What follows belongs to an exercise in optimizing a design on an open flow for small area and a short achievable clock period; a production flow would make more cautious choices. Only simulation tests tie the RTL to the original design; equivalence was not proved. The clock port is modelled as an ideal driver, which makes a skipped or thinned clock tree look cheaper than it is; a real chip needs a root buffer or a tree. Power figures rest on the tool's default switching activity, not on a simulated workload.

==> v3 <==
==> flow/design.v <==
package que_hs_pkg;
   localparam int WORD_WIDTH    = 256;
   localparam int DEFAULT_DEPTH = 8;
endpackage
module que_ptr
#(
   parameter int N = que_hs_pkg::DEFAULT_DEPTH - 1
) (
   input  logic         clk,
   input  logic         rst,
   input  logic         inc,
   input  logic         clr,
   output logic [N-1:0] ptr,
   output logic [N-1:0] ptr_d
);
   always_comb begin
      if (rst || clr) begin
         ptr_d = N'(1);
      end else if (inc) begin
         ptr_d = {ptr[N-2:0], ptr[N-1]};
      end else begin
         ptr_d = ptr;
      end
   end
   always_ff @(posedge clk) begin
      ptr <= ptr_d;
   end
endmodule
module que_hs
#(
   parameter int WIDTH    = que_hs_pkg::WORD_WIDTH,
   parameter int DEPTH    = que_hs_pkg::DEFAULT_DEPTH,
   parameter int AF_LEVEL = DEPTH - 1,
   parameter int AE_LEVEL = 1
) (
   input  logic                       clk,
   input  logic                       rst,
   input  logic                       flush,
   input  logic                       in_valid,
   output logic                       in_ready,
   input  logic [WIDTH-1:0]           in_data,
   output logic                       out_valid,
   input  logic                       out_ready,
   output logic [WIDTH-1:0]           out_data,
   output logic [$clog2(DEPTH+1)-1:0] count,
   output logic                       almost_full,
   output logic                       almost_empty,
   output logic                       overflow
);
   localparam int CW = $clog2(DEPTH + 1);
   localparam int MD = DEPTH - 1;    
   logic [DEPTH:0] occ_q, occ_d;
   logic [CW-1:0]  cnt_q;
   logic           in_ready_q, out_valid_q, af_q, ae_q, ovf_q;
   logic push, pop, drop, up, dn;
   assign push = in_valid  & ~occ_q[DEPTH];
   assign pop  = out_ready & ~occ_q[0];
   assign drop = in_valid  &  occ_q[DEPTH];
   assign up   = push & ~pop;
   assign dn   = pop & ~push;
   always_comb begin
      if (flush)   occ_d = (DEPTH+1)'(1);
      else if (up) occ_d = {occ_q[DEPTH-1:0], 1'b0};
      else if (dn) occ_d = {1'b0, occ_q[DEPTH:1]};
      else         occ_d = occ_q;
   end
   function automatic logic [CW-1:0] occ_count(input logic [DEPTH:0] oh);
      occ_count = '0;
      for (int n = 0; n <= DEPTH; n++) begin
         occ_count = occ_count | ({CW{oh[n]}} & CW'(n));
      end
   endfunction
   function automatic logic occ_ge(input logic [DEPTH:0] oh, input int lvl);
      occ_ge = 1'b0;
      for (int n = 0; n <= DEPTH; n++) begin
         if (n >= lvl) occ_ge = occ_ge | oh[n];
      end
   endfunction
   function automatic logic occ_le(input logic [DEPTH:0] oh, input int lvl);
      occ_le = 1'b0;
      for (int n = 0; n <= DEPTH; n++) begin
         if (n <= lvl) occ_le = occ_le | oh[n];
      end
   endfunction
   always_ff @(posedge clk) begin
      if (rst) begin
         occ_q       <= (DEPTH+1)'(1);
         cnt_q       <= '0;
         in_ready_q  <= 1'b1;
         out_valid_q <= 1'b0;
         af_q        <= 1'b0;
         ae_q        <= 1'b1;
         ovf_q       <= 1'b0;
      end else begin
         occ_q       <= occ_d;
         cnt_q       <= occ_count(occ_d);
         in_ready_q  <= ~occ_d[DEPTH];
         out_valid_q <= ~occ_d[0];
         af_q        <= occ_ge(occ_d, AF_LEVEL);
         ae_q        <= occ_le(occ_d, AE_LEVEL);
         ovf_q       <= flush ? 1'b0 : (ovf_q | drop);
      end
   end
   logic          wr_inc, rd_inc;
   logic [MD-1:0] wr_oh, rd_oh, rd_oh_d;
   logic [MD-1:0] rdm_q;            
   assign wr_inc = push & ~occ_q[0] & ~(occ_q[1] & out_ready);
   assign rd_inc = out_ready & (|rdm_q);
   que_ptr #(.N(MD)) u_wr (
      .clk   (clk),
      .rst   (rst),
      .inc   (wr_inc),
      .clr   (flush),
      .ptr   (wr_oh),
      .ptr_d ()
   );
   que_ptr #(.N(MD)) u_rd (
      .clk   (clk),
      .rst   (rst),
      .inc   (rd_inc),
      .clr   (flush),
      .ptr   (rd_oh),
      .ptr_d (rd_oh_d)
   );
   always_ff @(posedge clk) begin
      if (rst) begin
         rdm_q <= '0;
      end else begin
         rdm_q <= (occ_d[0] | occ_d[1]) ? '0 : rd_oh_d;
      end
   end
   logic [MD-1:0][WIDTH-1:0] mem_q;
   logic [WIDTH-1:0]         out_q, out_d;
   for (genvar k = 0; k < MD; k++) begin : g_mem
      always_ff @(posedge clk) begin
         if (wr_oh[k] & ~occ_q[DEPTH]) begin
            mem_q[k] <= in_data;
         end
      end
   end
   logic          sel_in, sel_hold;
   logic [MD-1:0] sel_mem;
   assign sel_in   = occ_q[0] | (out_ready & occ_q[1]);
   assign sel_hold = ~occ_q[0] & ~out_ready;
   assign sel_mem  = {MD{out_ready}} & rdm_q;
   always_comb begin
      out_d = ({WIDTH{sel_in}} & in_data) | ({WIDTH{sel_hold}} & out_q);
      for (int k = 0; k < MD; k++) begin
         out_d = out_d | ({WIDTH{sel_mem[k]}} & mem_q[k]);
      end
   end
   always_ff @(posedge clk) begin
      out_q <= out_d;
   end
   assign in_ready     = in_ready_q;
   assign out_valid    = out_valid_q;
   assign out_data     = out_q;
   assign count        = cnt_q;
   assign almost_full  = af_q;
   assign almost_empty = ae_q;
   assign overflow     = ovf_q;
endmodule
==> flow/flow/run.sh <==
#!/bin/bash
# Standard ORFS layout (the standard.sh, standard synthesis unchanged) with
# two layout choices changed: ports are buffered with plain buffers
# (sky130_fd_sc_hd__buf_2) instead of the resizer's default pick, and the
# resizer may change a cell's footprint when it sizes it.
set -euo pipefail
bash standard.sh \
  "BUFFER_PORTS_ARGS=-buffer_cell sky130_fd_sc_hd__buf_2" \
  MATCH_CELL_FOOTPRINT=0 \
  finish > flow_make.log 2>&1
==> flow/standard.sh <==
#!/bin/bash
# synth_recipe.tcl (not shown) runs the flow's synth.tcl, then flattens the netlist and writes it again
# the make line also repeats each setting of config.mk as NAME=value (left out here)
make -C /OpenROAD-flow-scripts/flow DESIGN_CONFIG=/design/flow/config.mk WORK_HOME=/design/flow/orfs CLKGATE_MAP_FILE= SYNTH_SCRIPT=/design/flow/synth_recipe.tcl "${@:-finish}"
==> flow/config.mk <==
export PLATFORM = sky130hd
export DESIGN_NAME = que_hs
export DESIGN_NICKNAME = que_hs
export VERILOG_FILES = /design/flow/design.v
export SDC_FILE = /design/flow/constraint.sdc
export NUM_CORES = 4
export LEC_CHECK = 0
export CAP_MARGIN = 20
export CORE_MARGIN = 2
export CORE_UTILIZATION = 55
export CTS_CLUSTER_DIAMETER = 100
export CTS_CLUSTER_SIZE = 30
export SETUP_SLACK_MARGIN = 3.0
export SLEW_MARGIN = 20
==> flow/constraint.sdc <==
create_clock -name core_clock -period 5.0 [get_ports {clk}]
set_input_delay 1.0000 -clock core_clock [delete_from_list [all_inputs] [get_ports {clk}]]
set_output_delay 1.0000 -clock core_clock [all_outputs]
set_load 0.01 [all_outputs]
==> inputs of v13, as changes to v3 <==
--- a/flow/design.v
+++ b/flow/design.v
@@ -50,53 +50,63 @@
    localparam int CW = $clog2(DEPTH + 1);
    localparam int MD = DEPTH - 1;    
-   logic [DEPTH:0] occ_q, occ_d;
-   logic [CW-1:0]  cnt_q;
-   logic           in_ready_q, out_valid_q, af_q, ae_q, ovf_q;
-   logic push, pop, drop, up, dn;
-   assign push = in_valid  & ~occ_q[DEPTH];
-   assign pop  = out_ready & ~occ_q[0];
-   assign drop = in_valid  &  occ_q[DEPTH];
-   assign up   = push & ~pop;
-   assign dn   = pop & ~push;
+   logic [CW-1:0] cnt_q, cnt_d;
+   logic          in_ready_q;       
+   logic          out_valid_q;      
+   logic          one_q;            
+   logic          af_q, ae_q, ovf_q;
+   logic push, pop, drop;
+   assign push = in_valid  & in_ready_q;
+   assign pop  = out_ready & out_valid_q;
+   assign drop = in_valid  & ~in_ready_q;
+   logic          up, dn;
+   logic [CW-1:0] cnt_up, cnt_dn;
+   assign up     = push & ~pop;
+   assign dn     = pop & ~push;
+   assign cnt_up = cnt_q + CW'(1);
+   assign cnt_dn = cnt_q - CW'(1);
    always_comb begin
-      if (flush)   occ_d = (DEPTH+1)'(1);
-      else if (up) occ_d = {occ_q[DEPTH-1:0], 1'b0};
-      else if (dn) occ_d = {1'b0, occ_q[DEPTH:1]};
-      else         occ_d = occ_q;
+      if (flush)   cnt_d = '0;
+      else if (up) cnt_d = cnt_up;
+      else if (dn) cnt_d = cnt_dn;
+      else         cnt_d = cnt_q;
    end
-   function automatic logic [CW-1:0] occ_count(input logic [DEPTH:0] oh);
-      occ_count = '0;
-      for (int n = 0; n <= DEPTH; n++) begin
-         occ_count = occ_count | ({CW{oh[n]}} & CW'(n));
-      end
+   logic in_ready_up, in_ready_dn, out_valid_up, out_valid_dn;
+   logic one_up, one_dn, af_up, af_dn, ae_up, ae_dn, ge2_up, ge2_dn, ge2_q;
+   assign in_ready_up  = (cnt_up != CW'(DEPTH));
+   assign in_ready_dn  = 1'b1;
+   assign out_valid_up = 1'b1;
+   assign out_valid_dn = (cnt_dn != '0);
+   assign one_up       = (cnt_up == CW'(1));
+   assign one_dn       = (cnt_dn == CW'(1));
+   assign af_up        = (cnt_up >= CW'(AF_LEVEL));
+   assign af_dn        = (cnt_dn >= CW'(AF_LEVEL));
+   assign ae_up        = (cnt_up <= CW'(AE_LEVEL));
+   assign ae_dn        = (cnt_dn <= CW'(AE_LEVEL));
+   assign ge2_up       = (cnt_up >= CW'(2));
+   assign ge2_dn       = (cnt_dn >= CW'(2));
+   assign ge2_q        = out_valid_q & ~one_q;
+   function automatic logic pick(input logic fl, input logic u, input logic d,
+                                 input logic f_flush, input logic f_up,
+                                 input logic f_dn, input logic f_q);
+      pick = fl ? f_flush : u ? f_up : d ? f_dn : f_q;
    endfunction
-   function automatic logic occ_ge(input logic [DEPTH:0] oh, input int lvl);
-      occ_ge = 1'b0;
-      for (int n = 0; n <= DEPTH; n++) begin
-         if (n >= lvl) occ_ge = occ_ge | oh[n];
-      end
-   endfunction
-   function automatic logic occ_le(input logic [DEPTH:0] oh, input int lvl);
-      occ_le = 1'b0;
-      for (int n = 0; n <= DEPTH; n++) begin
-         if (n <= lvl) occ_le = occ_le | oh[n];
-      end
-   endfunction
+   logic ge2_d;
+   assign ge2_d = pick(flush, up, dn, 1'b0, ge2_up, ge2_dn, ge2_q);
    always_ff @(posedge clk) begin
       if (rst) begin
-         occ_q       <= (DEPTH+1)'(1);
          cnt_q       <= '0;
          in_ready_q  <= 1'b1;
          out_valid_q <= 1'b0;
+         one_q       <= 1'b0;
          af_q        <= 1'b0;
          ae_q        <= 1'b1;
          ovf_q       <= 1'b0;
       end else begin
-         occ_q       <= occ_d;
-         cnt_q       <= occ_count(occ_d);
-         in_ready_q  <= ~occ_d[DEPTH];
-         out_valid_q <= ~occ_d[0];
-         af_q        <= occ_ge(occ_d, AF_LEVEL);
-         ae_q        <= occ_le(occ_d, AE_LEVEL);
+         cnt_q       <= cnt_d;
+         in_ready_q  <= pick(flush, up, dn, 1'b1, in_ready_up, in_ready_dn, in_ready_q);
+         out_valid_q <= pick(flush, up, dn, 1'b0, out_valid_up, out_valid_dn, out_valid_q);
+         one_q       <= pick(flush, up, dn, 1'b0, one_up, one_dn, one_q);
+         af_q        <= pick(flush, up, dn, AF_LEVEL == 0, af_up, af_dn, af_q);
+         ae_q        <= pick(flush, up, dn, 1'b1, ae_up, ae_dn, ae_q);
          ovf_q       <= flush ? 1'b0 : (ovf_q | drop);
       end
@@ -105,5 +115,5 @@
    logic [MD-1:0] wr_oh, rd_oh, rd_oh_d;
    logic [MD-1:0] rdm_q;            
-   assign wr_inc = push & ~occ_q[0] & ~(occ_q[1] & out_ready);
+   assign wr_inc = push & out_valid_q & ~(one_q & out_ready);
    assign rd_inc = out_ready & (|rdm_q);
    que_ptr #(.N(MD)) u_wr (
@@ -127,5 +137,5 @@
          rdm_q <= '0;
       end else begin
-         rdm_q <= (occ_d[0] | occ_d[1]) ? '0 : rd_oh_d;
+         rdm_q <= ge2_d ? rd_oh_d : '0;
       end
    end
@@ -134,5 +144,5 @@
    for (genvar k = 0; k < MD; k++) begin : g_mem
       always_ff @(posedge clk) begin
-         if (wr_oh[k] & ~occ_q[DEPTH]) begin
+         if (wr_oh[k] & in_ready_q) begin
             mem_q[k] <= in_data;
          end
@@ -141,6 +151,6 @@
    logic          sel_in, sel_hold;
    logic [MD-1:0] sel_mem;
-   assign sel_in   = occ_q[0] | (out_ready & occ_q[1]);
-   assign sel_hold = ~occ_q[0] & ~out_ready;
+   assign sel_in   = ~out_valid_q | (out_ready & one_q);
+   assign sel_hold = out_valid_q & ~out_ready;
    assign sel_mem  = {MD{out_ready}} & rdm_q;
    always_comb begin
CTS_CLUSTER_DIAMETER = not set   (was 100)
CTS_CLUSTER_SIZE = not set   (was 30)
SETUP_SLACK_MARGIN = 2.5   (was 3.0)
==> summary of the runs <==
Against v13, the final area of v3 is smaller by 1.2%. Against v13, the power of v3 is smaller by about 19%. In sequential power, v13 and v3 hardly differ. In v3 the global-route usage is higher than in v13, by 0.87 points. Between v13 and v3, the lower routed wire length is in v13 (gap 4.8%, measured against v3). In via count, v3 and v13 hardly differ. Utilization: v3 is lower than v13 (0.76 points).
==> figures <==
Run status: v3 timing/DRC/antenna clean; v13 timing/DRC/antenna clean
Design area: v3 83,000 µm²; v13 84,000 µm²
Number of vias per cell after detailed routing: v3 6.41; v13 6.26
Number of filler instances in the final layout: v3 9,340; v13 9,219
Amount of wire on met2 after detailed routing: v3 91,500 µm; v13 87,200 µm
Combinational cell power: v3 1.26 mW; v13 1.14 mW
Startpoint of the tightest hold check path: v3 mem_q[802]$_DFFE_PP_; v13 in_data[101]
Peak VDD IR: v3 0.316 mV; v13 0.347 mV
Worst reg2reg path endpoint: v3 mem_q[717]$_DFFE_PP_; v13 mem_q[1700]$_DFFE_PP_
Post-route core utilization: v3 0.634; v13 0.642
Pwr Total: v3 28.9 mW; v13 35.5 mW
Net count reported at finish: v3 4,795; v13 4,827
Synth top area share: v3 0.744; v13 0.744
Transition time at the pin with the least slew margin: v3 1050 ps; v13 942 ps
Die ar.: v3 134,000 µm²; v13 134,000 µm²
Count of flip-flops and latches: v3 2,086; v13 2,079

* * *

==> fjord: inputs <==
Starts from the design.v that is shown in full above.
export LEC_CHECK = 0
export CAP_MARGIN = 20
export CORE_MARGIN = 2
export CORE_UTILIZATION = 65
export PLACE_DENSITY = 0.75
export SETUP_SLACK_MARGIN = 3.0
export SLEW_MARGIN = 20
create_clock -name core_clock -period 5.0 [get_ports {clk}]
standard.sh (not shown) runs the stock make flow with config.mk's settings and CLKGATE_MAP_FILE= SYNTH_SCRIPT=/design/flow/synth_recipe.tcl, a recipe that flattens the netlist after the stock synthesis.
==> flow/flow/run.sh <==
#!/bin/bash
# Standard ORFS layout (the standard.sh, standard synthesis unchanged) with
# three layout choices changed:
#  - ports are buffered with plain buffers (sky130_fd_sc_hd__buf_2) instead of
#    the resizer's default pick;
#  - the resizer may change a cell's footprint when it sizes it;
#  - the clock tree is a balanced two-level tree (flow/my_cts.tcl, hooked in
#    through PRE_CTS_TCL) instead of TritonCTS's tree.
set -euo pipefail
here=$(cd "$(dirname "$0")" && pwd)
bash standard.sh \
  "BUFFER_PORTS_ARGS=-buffer_cell sky130_fd_sc_hd__buf_2" \
  MATCH_CELL_FOOTPRINT=0 \
  "PRE_CTS_TCL=$here/cts_hook.tcl" \
  finish > flow_make.log 2>&1
Other scripts of this flow, unchanged in this note and not shown: flow/flow/cts_hook.tcl, flow/flow/my_cts.tcl
==> inputs of harbor, as changes to fjord <==
--- a/flow/design.v
+++ b/flow/design.v
@@ -103,5 +103,6 @@
    end
    logic          wr_inc, rd_inc;
-   logic [MD-1:0] wr_oh, rd_oh, rd_oh_d;
+   logic [MD-1:0] wr_oh, wr_oh_d, rd_oh, rd_oh_d;
+   logic [MD-1:0] we_q;             
    logic [MD-1:0] rdm_q;            
    assign wr_inc = push & ~occ_q[0] & ~(occ_q[1] & out_ready);
@@ -113,5 +114,5 @@
       .clr   (flush),
       .ptr   (wr_oh),
-      .ptr_d ()
+      .ptr_d (wr_oh_d)
    );
    que_ptr #(.N(MD)) u_rd (
@@ -125,6 +126,8 @@
    always_ff @(posedge clk) begin
       if (rst) begin
+         we_q  <= MD'(1);
          rdm_q <= '0;
       end else begin
+         we_q  <= occ_d[DEPTH] ? '0 : wr_oh_d;
          rdm_q <= (occ_d[0] | occ_d[1]) ? '0 : rd_oh_d;
       end
@@ -134,5 +137,5 @@
    for (genvar k = 0; k < MD; k++) begin : g_mem
       always_ff @(posedge clk) begin
-         if (wr_oh[k] & ~occ_q[DEPTH]) begin
+         if (we_q[k]) begin
             mem_q[k] <= in_data;
          end
CORE_UTILIZATION = 55   (was 65)
PLACE_DENSITY = unset   (was 0.75)
SETUP_SLACK_MARGIN = 2.9   (was 3.0)
==> inputs of raven, as changes to fjord <==
--- a/flow/design.v
+++ b/flow/design.v
@@ -103,5 +103,6 @@
    end
    logic          wr_inc, rd_inc;
-   logic [MD-1:0] wr_oh, rd_oh, rd_oh_d;
+   logic [MD-1:0] wr_oh, wr_oh_d, rd_oh, rd_oh_d;
+   logic [MD-1:0] we_q;             
    logic [MD-1:0] rdm_q;            
    assign wr_inc = push & ~occ_q[0] & ~(occ_q[1] & out_ready);
@@ -113,5 +114,5 @@
       .clr   (flush),
       .ptr   (wr_oh),
-      .ptr_d ()
+      .ptr_d (wr_oh_d)
    );
    que_ptr #(.N(MD)) u_rd (
@@ -125,6 +126,8 @@
    always_ff @(posedge clk) begin
       if (rst) begin
+         we_q  <= MD'(1);
          rdm_q <= '0;
       end else begin
+         we_q  <= occ_d[DEPTH] ? '0 : wr_oh_d;
          rdm_q <= (occ_d[0] | occ_d[1]) ? '0 : rd_oh_d;
       end
@@ -134,5 +137,5 @@
    for (genvar k = 0; k < MD; k++) begin : g_mem
       always_ff @(posedge clk) begin
-         if (wr_oh[k] & ~occ_q[DEPTH]) begin
+         if (we_q[k]) begin
             mem_q[k] <= in_data;
          end
CORE_UTILIZATION = 50   (was 65)
PLACE_DENSITY = unset   (was 0.75)
SETUP_SLACK_MARGIN = 2.9   (was 3.0)
==> results.yml <==
routing:
  via_per_inst: 6.852
  wl_um: 188400
  drt-wirelength-per-cell_um: 30.68
floorplan:
  dieArea_um2: 113900
  initial_core_util_pct: 65.44
logic_synthesis:
  syn_area_um2: 72320
outcome:
  status: "timing/DRC/antenna clean"
worst_setup_path:
  timing.critical_path.from: "out_ready"
(the above is from fjord)
==> results.yml <==
routing:
  via_per_inst: 6.429
  wl_um: 187800
outcome:
  status: "timing/DRC/antenna clean"
finish:
  stdcell_area_um2: 80890
worst_setup_path:
  timing.critical_path.from: "out_q[33]"
floorplan:
  dieArea_um2: 134800
logic_synthesis:
  syn_area_um2: 72540
(the above is from harbor)
==> results.yml <==
outcome:
  status: "timing/DRC/antenna clean"
routing:
  drt-wirelength-per-cell_um: 29.80
  via_per_inst: 6.292
  wl_um: 192800
worst_setup_path:
  timing.critical_path.from: "out_ready"
floorplan:
  initial_core_util_pct: 50.43
(the above is from raven)
No run of this note takes its clock network from TritonCTS; it comes from the design's own scripts or RTL.

==> port drivers added, routing unchanged <==
The flow's constraints put no driver on any port. The routed layouts listed below were extracted and timed again, unchanged, in two steps. Step 1, drivers: a clkbuf_16 drives clk and a buf_2 each remaining input, both assumed. Step 2 moves the port delays by t, midway between the first and last clock arrival at a register: inputs arrive t later, outputs are due t later. That takes back most of the time a late clock gives input paths. Slacks: ideal ports / drivers / drivers and shift; pairs: ideal ports / drivers.
run	t, ns	setup slack, ns	slew at the worst register clock pin (ns)
v3	0.782	2.770 / 2.689 / 2.298	0.12 / 0.12
v13	0.879	2.560 / 2.481 / 1.914	0.06 / 0.06
fjord	0.720	2.898 / 2.750 / 2.287	0.12 / 0.12
harbor	0.730	2.916 / 2.749 / 2.321	0.11 / 0.11
raven	0.736	2.899 / 2.739 / 2.266	0.11 / 0.11
After both steps every run listed still meets setup and hold. For v13, which loses most, drivers alone change the setup slack by -0.079 ns; drivers and shift together by -0.646 ns.
